Context: an optimization exercise on an open-source flow, tuned for small area. The choices shown serve that exercise and are no tape-out recipe. In this exercise RTL edits were held to simulation tests only and were not proved equivalent to the original.

==> inputs of v18 <==
// joint_ramp_ctrl16
module joint_ramp_ctrl16 (
  input  logic          clk,
  input  logic          rst_n,
  input  logic          enable,
  input  logic          cmd_valid,
  output logic          cmd_ready,
  input  logic [3:0]    cmd_joint,
  input  logic [31:0]   cmd_value,
  output logic [511:0]  duty_cmd,
  output logic          period_tick,
  output logic          busy,
  output logic          fault
);
  joint_pwm_ramp_ctrl #(
    .JOINTS     (16),
    .PWM_PERIOD (2000),
    .RAMP_STEP  (50),
    .WDT_CYCLES (60000)
  ) u_ctrl (
    .clk         (clk),
    .rst_n       (rst_n),
    .enable      (enable),
    .cmd_valid   (cmd_valid),
    .cmd_ready   (cmd_ready),
    .cmd_joint   (cmd_joint),
    .cmd_value   (cmd_value),
    .duty_cmd    (duty_cmd),
    .period_tick (period_tick),
    .busy        (busy),
    .fault       (fault)
  );
endmodule
clock: 12.0 ns
lec_check: 0
cap_margin: 20
core_margin: 2
core_utilization: 50
slew_margin: 20
synth_hierarchical: 1
synth_minimum_keep_size: 0
standard.sh (not shown) runs the stock make flow with config.mk's settings and CLKGATE_MAP_FILE= SYNTH_SCRIPT=/design/flow/synth_recipe.tcl, a recipe that flattens the netlist after the stock synthesis.
==> flow/flow/run.sh <==
#!/bin/bash
set -euo pipefail
bash standard.sh finish \
  "BUFFER_PORTS_ARGS=-buffer_cell sky130_fd_sc_hd__buf_1" \
  "CTS_ARGS=-sink_clustering_enable -repair_clock_nets -dont_use_dummy_load -buf_list {sky130_fd_sc_hd__clkbuf_4} -sink_clustering_size 10 -sink_clustering_max_diameter 40" \
  > standard_flow.log 2>&1
==> v12: changes against v18 <==
--- a/flow/design.v
+++ b/flow/design.v
@@ -53,21 +53,20 @@
   endfunction
   logic [JOINTS-1:0] ring_q;       
   logic [HI_W-1:0]   hi_q;         
   logic              busy_q;
   logic [WDT_W-1:0]  wdt_q;
   logic              fault_q, fault_d;
-  logic              init_q;       
+  logic [JOINTS-1:0] tv_q;         
   logic [DW-1:0]     tring_q [JOINTS];    
-  logic [DW-1:0]     duty_n_q [JOINTS];   
-  logic [DW-1:0]     duty [JOINTS];
+  logic [DW-1:0]     duty_q [JOINTS];
   logic              tick, accept, sweep_on;
   logic [JOINTS-1:0] sel, upd, wslot;
   logic [3:0]        phase, wpos;
   logic [DW-1:0]     cmd_clamped, cur_sel, t_in, new_duty;
-  logic              wr0, tclr;
+  logic              wr0;
   assign tick        = ring_q[JOINTS-1] && (hi_q == HI_LAST);
   assign cmd_ready   = enable && !fault_q && !busy_q;
   assign busy        = busy_q;
   assign period_tick = tick;
   assign fault       = fault_q;
   assign accept      = cmd_valid && cmd_ready;
@@ -81,117 +80,77 @@
     end
     phase = '0;
     for (int i = 0; i < JOINTS; i++) if (ring_q[i]) phase = phase | 4'(i);
     wpos = cmd_joint - phase - 4'd2;
     for (int p = 0; p < JOINTS; p++) wslot[p] = accept && (wpos == 4'(p));
     wr0 = accept && (cmd_joint == 4'd0);
-    tclr = !init_q || fault_d || !enable;
   end
   logic wdt_pre, wdt_clr;
   logic [WDT_W-1:0] wdt_step;
   assign wdt_clr = accept || !enable;
   if (WDT_USE_LFSR) begin : g_wdt_lfsr
     assign wdt_pre  = (wdt_q == WDT_LFSR_PRE);
     assign wdt_step = {wdt_q[14:0], ~(wdt_q[15] ^ wdt_q[14] ^ wdt_q[12] ^ wdt_q[3])};
   end else begin : g_wdt_bin
     assign wdt_pre  = (wdt_q == WDT_PRE);
     assign wdt_step = wdt_q + WDT_W'(1);
   end
   assign fault_d = enable && (fault_q || (!accept && wdt_pre));
-  logic init_n;
-  assign init_n = !init_q;
   for (genvar g = 0; g < JOINTS; g++) begin : g_pack
-    duty_out_gate #(.DW(DW)) u_gate (.q_n(duty_n_q[g]), .off(init_n), .y(duty[g]));
-    assign duty_cmd[32*g +: 32] = {{(32-DW){duty[g][DW-1]}}, duty[g]};
+    assign duty_cmd[32*g +: 32] = {{(32-DW){duty_q[g][DW-1]}}, duty_q[g]};
   end
   always_comb begin
     cur_sel = '0;
     for (int j = 0; j < JOINTS; j++) begin
-      cur_sel = cur_sel | (duty[j] & {DW{sel[j]}});
+      cur_sel = cur_sel | (duty_q[j] & {DW{sel[j]}});
     end
-    t_in = wr0 ? cmd_clamped : tring_q[0];
+    if (wr0)          t_in = cmd_clamped;
+    else if (tv_q[0]) t_in = tring_q[0];
+    else             t_in = '0;
     new_duty = ramp_duty(cur_sel, t_in);
   end
   always_ff @(posedge clk or negedge rst_n) begin
     if (!rst_n) begin
       ring_q  <= JOINTS'(1);
       hi_q    <= '0;
       busy_q  <= 1'b0;
       wdt_q   <= '0;
       fault_q <= 1'b0;
-      init_q  <= 1'b0;
+      tv_q    <= '0;
     end else begin
       ring_q  <= sel;
       if (ring_q[JOINTS-1]) hi_q <= tick ? '0 : hi_q + HI_W'(1);
       busy_q  <= enable && sweep_on;
       wdt_q   <= wdt_clr ? '0 : wdt_step;
       fault_q <= fault_d;
-      init_q  <= 1'b1;
+      for (int j = 0; j < JOINTS; j++)
+        tv_q[j] <= enable && !fault_d && (wslot[j] || tv_q[(j + 1) % JOINTS]);
     end
   end
-  logic [JOINTS-1:0] tkeep;
-  logic [DW-1:0]     tring_d [JOINTS];
-  for (genvar g = 0; g < JOINTS; g++) begin : g_ring
-    assign tkeep[g] = !wslot[g] && !tclr;
-    ring_slot_next #(.DW(DW)) u_next (
-      .load(wslot[g]), .keep(tkeep[g]), .cmd(cmd_clamped), .nxt(tring_q[(g + 1) % JOINTS]),
-      .d(tring_d[g])
-    );
+  always_ff @(posedge clk) begin
+    for (int p = 0; p < JOINTS; p++)
+      tring_q[p] <= wslot[p] ? cmd_clamped : tring_q[(p + 1) % JOINTS];
   end
-  always_ff @(posedge clk) begin
-    for (int p = 0; p < JOINTS; p++) tring_q[p] <= tring_d[p];
-  end
-  logic [JOINTS-1:0] hold_n, load_n;
+  logic [JOINTS-1:0] hold, load_n;
   logic [DW-1:0]     new_n;
-  logic [DW-1:0]     duty_n_d [JOINTS];
+  logic [DW-1:0]     duty_d [JOINTS];
   always_comb begin
     new_n = ~new_duty;
     for (int j = 0; j < JOINTS; j++) begin
-      hold_n[j] = !(enable && init_q && !upd[j]);
+      hold[j]   = enable && !upd[j];
       load_n[j] = !(enable && upd[j]);
+      duty_d[j] = ~(({DW{load_n[j]}} | new_n) & ~(duty_q[j] & {DW{hold[j]}}));
     end
   end
-  for (genvar g = 0; g < JOINTS; g++) begin : g_duty
-    joint_duty_next #(.DW(DW)) u_next (
-      .hold_n(hold_n[g]), .load_n(load_n[g]), .new_n(new_n), .q_n(duty_n_q[g]), .d_n(duty_n_d[g])
-    );
+  always_ff @(posedge clk or negedge rst_n) begin
+    if (!rst_n) begin
+      for (int j = 0; j < JOINTS; j++) duty_q[j] <= '0;
+    end else begin
+      for (int j = 0; j < JOINTS; j++) duty_q[j] <= duty_d[j];
+    end
   end
-  always_ff @(posedge clk) begin
-    for (int j = 0; j < JOINTS; j++) duty_n_q[j] <= duty_n_d[j];
-  end
-endmodule
-module joint_duty_next #(
-  parameter int DW = 12
-) (
-  input  logic          hold_n,
-  input  logic          load_n,
-  input  logic [DW-1:0] new_n,
-  input  logic [DW-1:0] q_n,
-  output logic [DW-1:0] d_n
-);
-  assign d_n = (q_n | {DW{hold_n}}) & (new_n | {DW{load_n}});
-endmodule
-module duty_out_gate #(
-  parameter int DW = 12
-) (
-  input  logic [DW-1:0] q_n,
-  input  logic          off,
-  output logic [DW-1:0] y
-);
-  assign y = ~(q_n | {DW{off}});
-endmodule
-module ring_slot_next #(
-  parameter int DW = 12
-) (
-  input  logic          load,
-  input  logic          keep,
-  input  logic [DW-1:0] cmd,
-  input  logic [DW-1:0] nxt,
-  output logic [DW-1:0] d
-);
-  assign d = (cmd & {DW{load}}) | (nxt & {DW{keep}});
 endmodule
 module joint_ramp_ctrl16 (
   input  logic          clk,
   input  logic          rst_n,
   input  logic          enable,
   input  logic          cmd_valid,
==> flow/flow/run.sh (replaced) <==
#!/bin/bash
set -euo pipefail
bash standard.sh finish \
  "BUFFER_PORTS_ARGS=-buffer_cell sky130_fd_sc_hd__buf_1" \
  "CTS_ARGS=-sink_clustering_enable -repair_clock_nets -dont_use_dummy_load -buf_list {sky130_fd_sc_hd__clkbuf_8} -sink_clustering_size 16 -sink_clustering_max_diameter 50" \
  > standard_flow.log 2>&1
--- a/flow/config.mk
+++ b/flow/config.mk
@@ -6,8 +6,6 @@
 export NUM_CORES = 4
 export LEC_CHECK = 0
 export CAP_MARGIN = 20
 export CORE_MARGIN = 2
 export CORE_UTILIZATION = 50
 export SLEW_MARGIN = 20
-export SYNTH_HIERARCHICAL = 1
-export SYNTH_MINIMUM_KEEP_SIZE = 0
==> v31: changes against v18 <==
--- a/flow/design.v
+++ b/flow/design.v
@@ -53,21 +53,20 @@
   endfunction
   logic [JOINTS-1:0] ring_q;       
   logic [HI_W-1:0]   hi_q;         
   logic              busy_q;
   logic [WDT_W-1:0]  wdt_q;
   logic              fault_q, fault_d;
-  logic              init_q;       
+  logic [JOINTS-1:0] tv_q;         
   logic [DW-1:0]     tring_q [JOINTS];    
-  logic [DW-1:0]     duty_n_q [JOINTS];   
-  logic [DW-1:0]     duty [JOINTS];
+  logic [DW-1:0]     duty_q [JOINTS];
   logic              tick, accept, sweep_on;
   logic [JOINTS-1:0] sel, upd, wslot;
   logic [3:0]        phase, wpos;
   logic [DW-1:0]     cmd_clamped, cur_sel, t_in, new_duty;
-  logic              wr0, tclr;
+  logic              wr0;
   assign tick        = ring_q[JOINTS-1] && (hi_q == HI_LAST);
   assign cmd_ready   = enable && !fault_q && !busy_q;
   assign busy        = busy_q;
   assign period_tick = tick;
   assign fault       = fault_q;
   assign accept      = cmd_valid && cmd_ready;
@@ -81,117 +80,77 @@
     end
     phase = '0;
     for (int i = 0; i < JOINTS; i++) if (ring_q[i]) phase = phase | 4'(i);
     wpos = cmd_joint - phase - 4'd2;
     for (int p = 0; p < JOINTS; p++) wslot[p] = accept && (wpos == 4'(p));
     wr0 = accept && (cmd_joint == 4'd0);
-    tclr = !init_q || fault_d || !enable;
   end
   logic wdt_pre, wdt_clr;
   logic [WDT_W-1:0] wdt_step;
   assign wdt_clr = accept || !enable;
   if (WDT_USE_LFSR) begin : g_wdt_lfsr
     assign wdt_pre  = (wdt_q == WDT_LFSR_PRE);
     assign wdt_step = {wdt_q[14:0], ~(wdt_q[15] ^ wdt_q[14] ^ wdt_q[12] ^ wdt_q[3])};
   end else begin : g_wdt_bin
     assign wdt_pre  = (wdt_q == WDT_PRE);
     assign wdt_step = wdt_q + WDT_W'(1);
   end
   assign fault_d = enable && (fault_q || (!accept && wdt_pre));
-  logic init_n;
-  assign init_n = !init_q;
   for (genvar g = 0; g < JOINTS; g++) begin : g_pack
-    duty_out_gate #(.DW(DW)) u_gate (.q_n(duty_n_q[g]), .off(init_n), .y(duty[g]));
-    assign duty_cmd[32*g +: 32] = {{(32-DW){duty[g][DW-1]}}, duty[g]};
+    assign duty_cmd[32*g +: 32] = {{(32-DW){duty_q[g][DW-1]}}, duty_q[g]};
   end
   always_comb begin
     cur_sel = '0;
     for (int j = 0; j < JOINTS; j++) begin
-      cur_sel = cur_sel | (duty[j] & {DW{sel[j]}});
+      cur_sel = cur_sel | (duty_q[j] & {DW{sel[j]}});
     end
-    t_in = wr0 ? cmd_clamped : tring_q[0];
+    if (wr0)          t_in = cmd_clamped;
+    else if (tv_q[0]) t_in = tring_q[0];
+    else             t_in = '0;
     new_duty = ramp_duty(cur_sel, t_in);
   end
   always_ff @(posedge clk or negedge rst_n) begin
     if (!rst_n) begin
       ring_q  <= JOINTS'(1);
       hi_q    <= '0;
       busy_q  <= 1'b0;
       wdt_q   <= '0;
       fault_q <= 1'b0;
-      init_q  <= 1'b0;
+      tv_q    <= '0;
     end else begin
       ring_q  <= sel;
       if (ring_q[JOINTS-1]) hi_q <= tick ? '0 : hi_q + HI_W'(1);
       busy_q  <= enable && sweep_on;
       wdt_q   <= wdt_clr ? '0 : wdt_step;
       fault_q <= fault_d;
-      init_q  <= 1'b1;
+      for (int j = 0; j < JOINTS; j++)
+        tv_q[j] <= enable && !fault_d && (wslot[j] || tv_q[(j + 1) % JOINTS]);
     end
   end
-  logic [JOINTS-1:0] tkeep;
-  logic [DW-1:0]     tring_d [JOINTS];
-  for (genvar g = 0; g < JOINTS; g++) begin : g_ring
-    assign tkeep[g] = !wslot[g] && !tclr;
-    ring_slot_next #(.DW(DW)) u_next (
-      .load(wslot[g]), .keep(tkeep[g]), .cmd(cmd_clamped), .nxt(tring_q[(g + 1) % JOINTS]),
-      .d(tring_d[g])
-    );
+  always_ff @(posedge clk) begin
+    for (int p = 0; p < JOINTS; p++)
+      tring_q[p] <= wslot[p] ? cmd_clamped : tring_q[(p + 1) % JOINTS];
   end
-  always_ff @(posedge clk) begin
-    for (int p = 0; p < JOINTS; p++) tring_q[p] <= tring_d[p];
-  end
-  logic [JOINTS-1:0] hold_n, load_n;
+  logic [JOINTS-1:0] hold, load_n;
   logic [DW-1:0]     new_n;
-  logic [DW-1:0]     duty_n_d [JOINTS];
+  logic [DW-1:0]     duty_d [JOINTS];
   always_comb begin
     new_n = ~new_duty;
     for (int j = 0; j < JOINTS; j++) begin
-      hold_n[j] = !(enable && init_q && !upd[j]);
+      hold[j]   = enable && !upd[j];
       load_n[j] = !(enable && upd[j]);
+      duty_d[j] = ~(({DW{load_n[j]}} | new_n) & ~(duty_q[j] & {DW{hold[j]}}));
     end
   end
-  for (genvar g = 0; g < JOINTS; g++) begin : g_duty
-    joint_duty_next #(.DW(DW)) u_next (
-      .hold_n(hold_n[g]), .load_n(load_n[g]), .new_n(new_n), .q_n(duty_n_q[g]), .d_n(duty_n_d[g])
-    );
+  always_ff @(posedge clk or negedge rst_n) begin
+    if (!rst_n) begin
+      for (int j = 0; j < JOINTS; j++) duty_q[j] <= '0;
+    end else begin
+      for (int j = 0; j < JOINTS; j++) duty_q[j] <= duty_d[j];
+    end
   end
-  always_ff @(posedge clk) begin
-    for (int j = 0; j < JOINTS; j++) duty_n_q[j] <= duty_n_d[j];
-  end
-endmodule
-module joint_duty_next #(
-  parameter int DW = 12
-) (
-  input  logic          hold_n,
-  input  logic          load_n,
-  input  logic [DW-1:0] new_n,
-  input  logic [DW-1:0] q_n,
-  output logic [DW-1:0] d_n
-);
-  assign d_n = (q_n | {DW{hold_n}}) & (new_n | {DW{load_n}});
-endmodule
-module duty_out_gate #(
-  parameter int DW = 12
-) (
-  input  logic [DW-1:0] q_n,
-  input  logic          off,
-  output logic [DW-1:0] y
-);
-  assign y = ~(q_n | {DW{off}});
-endmodule
-module ring_slot_next #(
-  parameter int DW = 12
-) (
-  input  logic          load,
-  input  logic          keep,
-  input  logic [DW-1:0] cmd,
-  input  logic [DW-1:0] nxt,
-  output logic [DW-1:0] d
-);
-  assign d = (cmd & {DW{load}}) | (nxt & {DW{keep}});
 endmodule
 module joint_ramp_ctrl16 (
   input  logic          clk,
   input  logic          rst_n,
   input  logic          enable,
   input  logic          cmd_valid,
==> flow/config.mk (replaced) <==
export PLATFORM = sky130hd
export DESIGN_NAME = joint_ramp_ctrl16
export DESIGN_NICKNAME = joint_ramp_ctrl16
export VERILOG_FILES = /design/flow/design.v
export SDC_FILE = /design/flow/constraint.sdc
export NUM_CORES = 4
export LEC_CHECK = 0
export CAP_MARGIN = 5
export CORE_MARGIN = 2
export CORE_UTILIZATION = 50
export SLEW_MARGIN = 5
==> comparison table <==
	v31	v12	v18
Synthesized net count	2,340	2,340	2,072
Number of antenna violations at the first check in global routing	2	2	1
Multi-input gates	1,290	1,290	1,085
Fraction of area in multi-input gates	0.349	0.347	0.389
Result of the run	timing/DRC/antenna clean	timing/DRC/antenna clean	timing/DRC/antenna clean
Required time reported for the critical path endpoint	12.53 ns	12.41 ns	12.58 ns
Stage delay of the slowest cell on the critical path	1.02 ns	0.71 ns	0.66 ns
Instance area after placement	20,600 sq um	20,600 sq um	19,700 sq um
Final cell count without fillers	2,961	2,938	2,716
Total area of multi-input combinational cells	7360 sq um	7370 sq um	7820 sq um
Maximum number of pins on one net before global-route repair	149	149	122
Relative slew slack	0.0981	0.225	0.267
Signal arrival time at the worst endpoint	11.00 ns	10.50 ns	10.57 ns
Total die area	42,900 sq um	42,900 sq um	41,800 sq um
Cell area after layout	21,100 sq um	21,200 sq um	20,100 sq um

## static timing again, ports no longer ideal
In the flow no input, the clock included, has a driving cell. The finished layouts below were timed again as built, in two steps.
Step 1, drivers: a clkbuf_16 drives clk and a buf_2 each remaining input, both assumed.
Step 2 adds t to the input delays and takes it off the output delays; t is the mean of the earliest and latest rising clock arrival at the registers after step 1. Input paths then give back, and output paths get back, about the clock's delay inside the block.
Slacks: no drivers / after step 1 / after step 2; pairs: no drivers / after step 1.
run	t, ns	setup slack, ns	worst register clock-pin slew, ns
v18	0.824	2.016 / 2.049 / 1.225	0.12 / 0.12
v12	0.664	1.913 / 1.943 / 1.278	0.10 / 0.10
v31	0.775	1.537 / 1.564 / 0.789	0.11 / 0.11
After both steps setup and hold are still met in every run listed. For v18, which loses most, drivers alone change the setup slack by +0.033 ns; drivers and shift together by -0.791 ns.
